This design comes from an exercise in tuning for small area, a short achievable clock period and few clock cycles per item on the open sky130 flow, not from production work. In this exercise RTL edits were held to simulation tests only and were not proved equivalent to the original. No activity file was given, so power comes from the tool's default toggle rates.

==> inputs of v6 <==
==> flow/design.v <==
package bcd_pkg;
  localparam int DEPTH_DEFAULT      = 64;
  localparam int DATA_WIDTH_DEFAULT = 32;
  localparam int OP_W    = 3;
  localparam int VALUE_W = 32;
  localparam int CAP_W   = 7;
  localparam int OCC_W   = 7;
  localparam int              CFG_DATA_W  = 32;
  localparam int              CFG_ADDR_W  = 2;
  localparam logic [CAP_W-1:0] CAP_RESET  = 7'd64;
  localparam logic [CFG_ADDR_W-1:0] REG_CAPACITY = '0;
  localparam logic [OP_W-1:0] OP_INS_FRONT = 3'd0;
  localparam logic [OP_W-1:0] OP_INS_REAR  = 3'd1;
  localparam logic [OP_W-1:0] OP_DEL_FRONT = 3'd2;
  localparam logic [OP_W-1:0] OP_DEL_REAR  = 3'd3;
  localparam logic [OP_W-1:0] OP_PEEK      = 3'd4;
  typedef struct packed {
    logic        [OP_W-1:0]    op;
    logic signed [VALUE_W-1:0] value;
  } bcd_in_t;
  typedef struct packed {
    logic                      ok;
    logic signed [VALUE_W-1:0] front_value;
    logic signed [VALUE_W-1:0] rear_value;
    logic                      is_empty;
    logic                      is_full;
    logic        [OCC_W-1:0]   occupancy;
  } bcd_out_t;
endpackage
module bounded_circular_deque_unit #(
  parameter int DEPTH      = bcd_pkg::DEPTH_DEFAULT,
  parameter int DATA_WIDTH = bcd_pkg::DATA_WIDTH_DEFAULT
) (
  input  logic                  clk,
  input  logic                  rst_n,
  input  logic                  in_valid,
  output logic                  in_stall,
  input  logic [34:0]           in_data,
  output logic                  out_valid,
  input  logic                  out_stall,
  output logic [73:0]           out_data,
  input  logic                  psel,
  input  logic                  penable,
  input  logic                  pwrite,
  input  logic [bcd_pkg::CFG_ADDR_W-1:0] paddr,
  input  logic [bcd_pkg::CFG_DATA_W-1:0] pwdata,
  output logic [bcd_pkg::CFG_DATA_W-1:0] prdata,
  output logic                  pready
);
  localparam int AW = 6;
  localparam int CW = 7;
  localparam int DW = 32;
  logic [6:0] capacity_r;
  logic [6:0] cap_eff;
  logic       cfg_wr;
  assign pready = 1'b1;
  assign cfg_wr = psel && penable && pwrite;
  assign prdata = {25'd0, capacity_r};
  assign cap_eff = capacity_r[6] ? 7'd64 : capacity_r;
  always_ff @(posedge clk) begin
    if (!rst_n) begin
      capacity_r <= bcd_pkg::CAP_RESET;
    end else if (cfg_wr) begin
      capacity_r <= pwdata[6:0];
    end
  end
  logic          ir_v;
  logic [2:0]    ir_op;
  logic [DW-1:0] ir_val;
  logic [AW-1:0] head_r, tail_r;
  logic [CW-1:0] count_r;
  logic          full_r;
  logic          out_v, sk_v;
  logic [73:0]   out_r, sk_r;
  logic          go, take;
  logic [73:0]   res;
  assign go       = ir_v && !(out_v && sk_v);
  assign take     = out_v && !out_stall;
  assign in_stall = ir_v && out_v && sk_v;
  always_ff @(posedge clk) begin
    if (!rst_n) begin
      ir_v <= 1'b0;
    end else if (!ir_v || go) begin
      ir_v <= in_valid;
    end
  end
  always_ff @(posedge clk) begin
    if (!ir_v || go) begin
      ir_op  <= in_data[34:32];
      ir_val <= in_data[31:0];
    end
  end
  logic op_if, op_ir, op_df, op_dr, op_pk;
  logic empty, one;
  logic ins_ok, del_ok, ok;
  assign op_if = (ir_op == bcd_pkg::OP_INS_FRONT);
  assign op_ir = (ir_op == bcd_pkg::OP_INS_REAR);
  assign op_df = (ir_op == bcd_pkg::OP_DEL_FRONT);
  assign op_dr = (ir_op == bcd_pkg::OP_DEL_REAR);
  assign op_pk = (ir_op == bcd_pkg::OP_PEEK);
  assign empty  = (count_r == '0);
  assign one    = (count_r == CW'(1));
  assign ins_ok = (op_if || op_ir) && !full_r;
  assign del_ok = (op_df || op_dr) && !empty;
  assign ok     = ins_ok || del_ok || op_pk;
  logic [DEPTH-1:0] head_oh, tail_oh;
  always_comb begin
    for (int i = 0; i < DEPTH; i++) begin
      head_oh[i] = (head_r == AW'(i));
      tail_oh[i] = (tail_r == AW'(i));
    end
  end
  logic [DW-1:0]    mem [DEPTH];
  logic [DEPTH-1:0] we, rsel;
  logic [DW-1:0]    rd;
  always_comb begin
    for (int i = 0; i < DEPTH; i++) begin
      we[i]   = go && !full_r && ((op_if && head_oh[(i + 1) % DEPTH]) ||
                                  (op_ir && tail_oh[i]));
      rsel[i] = (op_df && head_oh[(i + DEPTH - 1) % DEPTH]) ||
                (op_dr && tail_oh[(i + 2) % DEPTH]);
    end
  end
  always_ff @(posedge clk) begin
    for (int i = 0; i < DEPTH; i++) begin
      if (we[i]) mem[i] <= ir_val;
    end
  end
  always_comb begin
    rd = '0;
    for (int i = 0; i < DEPTH; i++) begin
      rd = rd | (mem[i] & {DW{rsel[i]}});
    end
  end
  logic [CW-1:0] count_n;
  logic          empty_n, full_n;
  logic [DW-1:0] front_n, rear_n, last_front, last_rear;
  assign last_front = out_r[72:41];
  assign last_rear  = out_r[40:9];
  always_comb begin
    count_n = count_r;
    if (ins_ok) count_n = count_r + 1'b1;
    else if (del_ok) count_n = count_r - 1'b1;
  end
  assign empty_n = (count_n == '0);
  assign full_n  = (count_n >= cap_eff);
  always_comb begin
    front_n = last_front;
    rear_n  = last_rear;
    if (ins_ok) begin
      if (op_if || empty) front_n = ir_val;
      if (op_ir || empty) rear_n  = ir_val;
    end else if (del_ok) begin
      if (op_df) front_n = rd;
      if (op_dr) rear_n  = rd;
    end
    if (empty_n) begin
      front_n = '1;
      rear_n  = '1;
    end
  end
  assign res = {ok, front_n, rear_n, empty_n, full_n, count_n};
  always_ff @(posedge clk) begin
    if (!rst_n) begin
      head_r  <= '0;
      tail_r  <= '0;
      count_r <= '0;
      full_r  <= 1'b0;
    end else if (go) begin
      count_r <= count_n;
      full_r  <= full_n;
      if (ins_ok && op_if) head_r <= head_r - 1'b1;
      if (del_ok && op_df) head_r <= head_r + 1'b1;
      if (ins_ok && op_ir) tail_r <= tail_r + 1'b1;
      if (del_ok && op_dr) tail_r <= tail_r - 1'b1;
    end else begin
      full_r <= (count_r >= cap_eff);
    end
  end
  always_ff @(posedge clk) begin
    if (!rst_n) begin
      out_v <= 1'b0;
      sk_v  <= 1'b0;
    end else begin
      if (!out_v || take) begin
        out_v <= sk_v || go;
        sk_v  <= sk_v && go;
      end else begin
        sk_v  <= sk_v || go;
      end
    end
  end
  always_ff @(posedge clk) begin
    if (!out_v || take) begin
      if (sk_v) out_r <= sk_r;
      else if (go) out_r <= res;
    end
    if (go && (sk_v || (out_v && !take))) begin
      sk_r <= res;
    end
  end
  assign out_valid = out_v;
  assign out_data  = out_r;
endmodule
==> flow/run.sh <==
#!/bin/bash
# synth_recipe.tcl (not shown) runs the flow's synth.tcl, then flattens the netlist and writes it again
# the make line also repeats each setting of config.mk as NAME=value (left out here)
make -C /OpenROAD-flow-scripts/flow DESIGN_CONFIG=/design/flow/config.mk WORK_HOME=/design/flow/orfs CLKGATE_MAP_FILE= SYNTH_SCRIPT=/design/flow/synth_recipe.tcl finish
==> flow/config.mk <==
export PLATFORM = sky130hd
export DESIGN_NAME = bounded_circular_deque_unit
export DESIGN_NICKNAME = bounded_circular_deque_unit
export VERILOG_FILES = /design/flow/design.v
export SDC_FILE = /design/flow/constraint.sdc
export NUM_CORES = 4
export LEC_CHECK = 0
export CAP_MARGIN = 20
export CORE_MARGIN = 2
export CORE_UTILIZATION = 40
export SLEW_MARGIN = 20
==> flow/constraint.sdc <==
create_clock -name core_clock -period 7.0 [get_ports {clk}]
set_input_delay 1.4000 -clock core_clock [delete_from_list [all_inputs] [get_ports {clk}]]
set_output_delay 1.4000 -clock core_clock [all_outputs]
set_load 0.01 [all_outputs]
==> v32 (differences from v6) <==
==> flow/design.v, changed modules only <==
module bounded_circular_deque_unit #(
  parameter int DEPTH      = bcd_pkg::DEPTH_DEFAULT,
  parameter int DATA_WIDTH = bcd_pkg::DATA_WIDTH_DEFAULT
) (
  input  logic                  clk,
  input  logic                  rst_n,
  input  logic                  in_valid,
  output logic                  in_stall,
  input  logic [34:0]           in_data,
  output logic                  out_valid,
  input  logic                  out_stall,
  output logic [73:0]           out_data,
  input  logic                  psel,
  input  logic                  penable,
  input  logic                  pwrite,
  input  logic [bcd_pkg::CFG_ADDR_W-1:0] paddr,
  input  logic [bcd_pkg::CFG_DATA_W-1:0] pwdata,
  output logic [bcd_pkg::CFG_DATA_W-1:0] prdata,
  output logic                  pready
);
  localparam int AW = 6;
  localparam int CW = 7;
  localparam int DW = 32;
  logic [6:0] capacity_r;
  logic [6:0] cap_eff;
  logic       cfg_wr;
  assign pready  = 1'b1;
  assign cfg_wr  = psel && penable && pwrite;
  assign prdata  = {25'd0, capacity_r};
  assign cap_eff = capacity_r[6] ? 7'd64 : capacity_r;
  always_ff @(posedge clk) begin
    if (!rst_n) begin
      capacity_r <= bcd_pkg::CAP_RESET;
    end else if (cfg_wr) begin
      capacity_r <= pwdata[6:0];
    end
  end
  logic          ir_v, ir2_v;
  logic [4:0]    ir_op, ir2_op, in_op;
  logic [DW-1:0] ir_val, ir2_val;
  logic          out_v;
  logic          go;
  assign go       = ir_v && (!out_v || !out_stall);
  always_comb begin
    in_op = '0;
    case (in_data[34:32])
      bcd_pkg::OP_INS_FRONT: in_op[0] = 1'b1;
      bcd_pkg::OP_INS_REAR:  in_op[1] = 1'b1;
      bcd_pkg::OP_DEL_FRONT: in_op[2] = 1'b1;
      bcd_pkg::OP_DEL_REAR:  in_op[3] = 1'b1;
      bcd_pkg::OP_PEEK:      in_op[4] = 1'b1;
      default:               in_op    = '0;
    endcase
  end
  assign in_stall = ir2_v;
  always_ff @(posedge clk) begin
    if (!rst_n) begin
      ir_v  <= 1'b0;
      ir2_v <= 1'b0;
    end else if (go || !ir_v) begin
      ir_v  <= ir2_v || in_valid;
      ir2_v <= 1'b0;
    end else if (!ir2_v) begin
      ir2_v <= in_valid;
    end
  end
  always_ff @(posedge clk) begin
    if (go || !ir_v) begin
      if (ir2_v) begin
        ir_op  <= ir2_op;
        ir_val <= ir2_val;
      end else begin
        ir_op  <= in_op;
        ir_val <= in_data[31:0];
      end
    end
    if (!ir2_v) begin
      ir2_op  <= in_op;
      ir2_val <= in_data[31:0];
    end
  end
  logic [AW-1:0] head_r, tail_r;
  logic [CW-1:0] count_r;
  logic          full_r, empty_r, one_r, ok_r;
  logic [DW-1:0] front_r, rear_r;
  logic op_if, op_ir, op_df, op_dr, op_pk;
  logic ins_ok, del_ok, ok;
  assign op_if = ir_op[0];
  assign op_ir = ir_op[1];
  assign op_df = ir_op[2];
  assign op_dr = ir_op[3];
  assign op_pk = ir_op[4];
  assign ins_ok = (op_if || op_ir) && !full_r;
  assign del_ok = (op_df || op_dr) && !empty_r;
  assign ok     = ins_ok || del_ok || op_pk;
  logic [DEPTH-1:0] head_oh, tail_oh;
  always_comb begin
    for (int i = 0; i < DEPTH; i++) begin
      head_oh[i] = (head_r == AW'(i));
      tail_oh[i] = (tail_r == AW'(i));
    end
  end
  logic hd_dn, hd_up, tl_up, tl_dn;
  assign hd_dn = go && op_if && !full_r;
  assign hd_up = go && op_df && !empty_r;
  assign tl_up = go && op_ir && !full_r;
  assign tl_dn = go && op_dr && !empty_r;
  logic [DW-1:0]    mem [DEPTH];
  logic [DEPTH-1:0] we, rsel_r, rsel_n;
  logic [DW-1:0]    rd;
  logic [4:0]    op_nx;
  logic [AW-1:0] ra_f, ra_r, raddr_n;
  assign op_nx   = (go || !ir_v) ? (ir2_v ? ir2_op : in_op) : ir_op;
  assign ra_f    = hd_dn ? head_r : hd_up ? head_r + AW'(2) : head_r + AW'(1);
  assign ra_r    = tl_up ? tail_r - AW'(1) : tl_dn ? tail_r - AW'(3) : tail_r - AW'(2);
  assign raddr_n = op_nx[2] ? ra_f : ra_r;
  always_comb begin
    for (int i = 0; i < DEPTH; i++) begin
      we[i]     = !full_r && ((op_if && head_oh[(i + 1) % DEPTH]) ||
                              (op_ir && tail_oh[i]));
      rsel_n[i] = (op_nx[2] || op_nx[3]) && (raddr_n == AW'(i));
    end
  end
  always_ff @(posedge clk) begin
    rsel_r <= rsel_n;
  end
  always_ff @(posedge clk) begin
    for (int i = 0; i < DEPTH; i++) begin
      if (we[i]) mem[i] <= ir_val;
    end
  end
  always_comb begin
    rd = '0;
    for (int i = 0; i < DEPTH; i++) begin
      rd = rd | (mem[i] & {DW{rsel_r[i]}});
    end
  end
  logic [CW-1:0] count_n;
  logic          empty_n, full_n;
  logic [DW-1:0] front_n, rear_n;
  always_comb begin
    count_n = count_r;
    if (ins_ok) count_n = count_r + 1'b1;
    else if (del_ok) count_n = count_r - 1'b1;
  end
  assign empty_n = (count_n == '0);
  assign full_n  = (count_n >= cap_eff);
  always_comb begin
    front_n = front_r;
    rear_n  = rear_r;
    if (ins_ok) begin
      if (op_if || empty_r) front_n = ir_val;
      if (op_ir || empty_r) rear_n  = ir_val;
    end else if (del_ok) begin
      if (one_r) begin
        front_n = '1;
        rear_n  = '1;
      end else begin
        if (op_df) front_n = rd;
        if (op_dr) rear_n  = rd;
      end
    end else if (empty_r) begin
      front_n = '1;
      rear_n  = '1;
    end
  end
  always_ff @(posedge clk) begin
    if (!rst_n) begin
      head_r  <= '0;
      tail_r  <= '0;
      count_r <= '0;
      full_r  <= 1'b0;
      empty_r <= 1'b1;
      one_r   <= 1'b0;
    end else if (go) begin
      one_r   <= (count_n == CW'(1));
      count_r <= count_n;
      full_r  <= full_n;
      empty_r <= empty_n;
      if (hd_dn) head_r <= head_r - 1'b1;
      if (hd_up) head_r <= head_r + 1'b1;
      if (tl_up) tail_r <= tail_r + 1'b1;
      if (tl_dn) tail_r <= tail_r - 1'b1;
    end else begin
      full_r <= (count_r >= cap_eff);
    end
  end
  always_ff @(posedge clk) begin
    if (go) begin
      ok_r    <= ok;
      front_r <= front_n;
      rear_r  <= rear_n;
    end
  end
  always_ff @(posedge clk) begin
    if (!rst_n) begin
      out_v <= 1'b0;
    end else if (!out_v || !out_stall) begin
      out_v <= go;
    end
  end
  assign out_valid = out_v;
  assign out_data  = {ok_r, front_r, rear_r, empty_r, full_r, count_r};
endmodule
==> flow/flow/run.sh (new file) <==
#!/bin/bash
# Standard ORFS layout with two changes: the port buffers are buf_4 cells
# instead of the delay cells buffer_ports picks by default, and repair may
# resize cells across footprints. Full tool output goes to flow_make.log here.
set -euo pipefail
bash standard.sh \
  "BUFFER_PORTS_ARGS=-buffer_cell sky130_fd_sc_hd__buf_4" \
  "MATCH_CELL_FOOTPRINT=0" \
  finish > flow_make.log 2>&1
==> flow/standard.sh (new file) <==
#!/bin/bash
# synth_recipe.tcl (not shown) runs the flow's synth.tcl, then flattens the netlist and writes it again
# the make line also repeats each setting of config.mk as NAME=value (left out here)
make -C /OpenROAD-flow-scripts/flow DESIGN_CONFIG=/design/flow/config.mk WORK_HOME=/design/flow/orfs CLKGATE_MAP_FILE= SYNTH_SCRIPT=/design/flow/synth_recipe.tcl "${@:-finish}"
CORE_UTILIZATION = 45   (was 40)
CTS_CLUSTER_DIAMETER = 60   (was unset)
CTS_CLUSTER_SIZE = 20   (was unset)
SETUP_SLACK_MARGIN = 4.0   (was unset)
TNS_END_PERCENT = 100   (was unset)
removed: flow/run.sh
==> results.txt <==
                                                                              v32                       v6
Outcome                                                   complete, no violations  complete, no violations
Area occupied by multi-input gates                                    15200 sq um              17600 sq um
Number of flops mapped to enable cells by yosys                              2148                     2231
Data arrival at the endpoint of the critical path                         3.61 ns                  5.86 ns
Final critical delay including setup and external delays                  3.10 ns                  5.30 ns
Number of rows created at floorplan                                           157                      169
Final worst hold slack                                                   0.476 ns                 0.529 ns
Clk slew on worst S/H paths                                               0.08 ns                  0.06 ns
Slew Limit Headroom                                                         18.8%                    9.69%
Total clock network power                                               0.00880 W                 0.0115 W
Clk tree area frac                                                          4.69%                    6.99%
WL/cell                                                                   46.4 um                  39.3 um
Number of cells traversed by the worst hold path                                1                        2
Switching component of the power                                        0.00518 W                0.00598 W
Via count                                                                   54278                    53764
Routed met1 length                                                      114000 um                113000 um
Logic gate share of total power                                              2.9%                     3.9%
Buffer and inverter count on the worst path                                     1                        4
Sequential share of power                                                   61.3%                    54.4%
Testbench counts of v6, summed over its fixed seeds: cycles 12,016, items 12,000.
Testbench counts of v32, summed over its fixed seeds: cycles 12,016, items 12,000.

==> static timing again, ports no longer ideal <==
The results above use ideal ports. As a check the final layouts listed here were re-extracted and re-timed, cells and wires unchanged. Step 1: set_driving_cell puts a clkbuf_16 on clk and a buf_2 on each other input, an assumption about the parent block. Step 2 adds t to the input delays and takes it off the output delays; t is the mean of the earliest and latest rising clock arrival at the registers after step 1. Input paths then give back, and output paths get back, about the clock's delay inside the block. Three values: no drivers, after step 1, after step 2; two values: the first two.
run | t (ns) | setup slack, ns | cell pins on the clock port's net
v6 | 0.941 | 1.705 / 1.705 / 1.705 | 1
v32 | 0.899 | 3.897 / 3.897 / 3.066 | 1
After both steps setup and hold are still met in every run listed. The setup slack of v32, which loses most, moves by 0.000 ns with the drivers and by -0.831 ns with both steps.
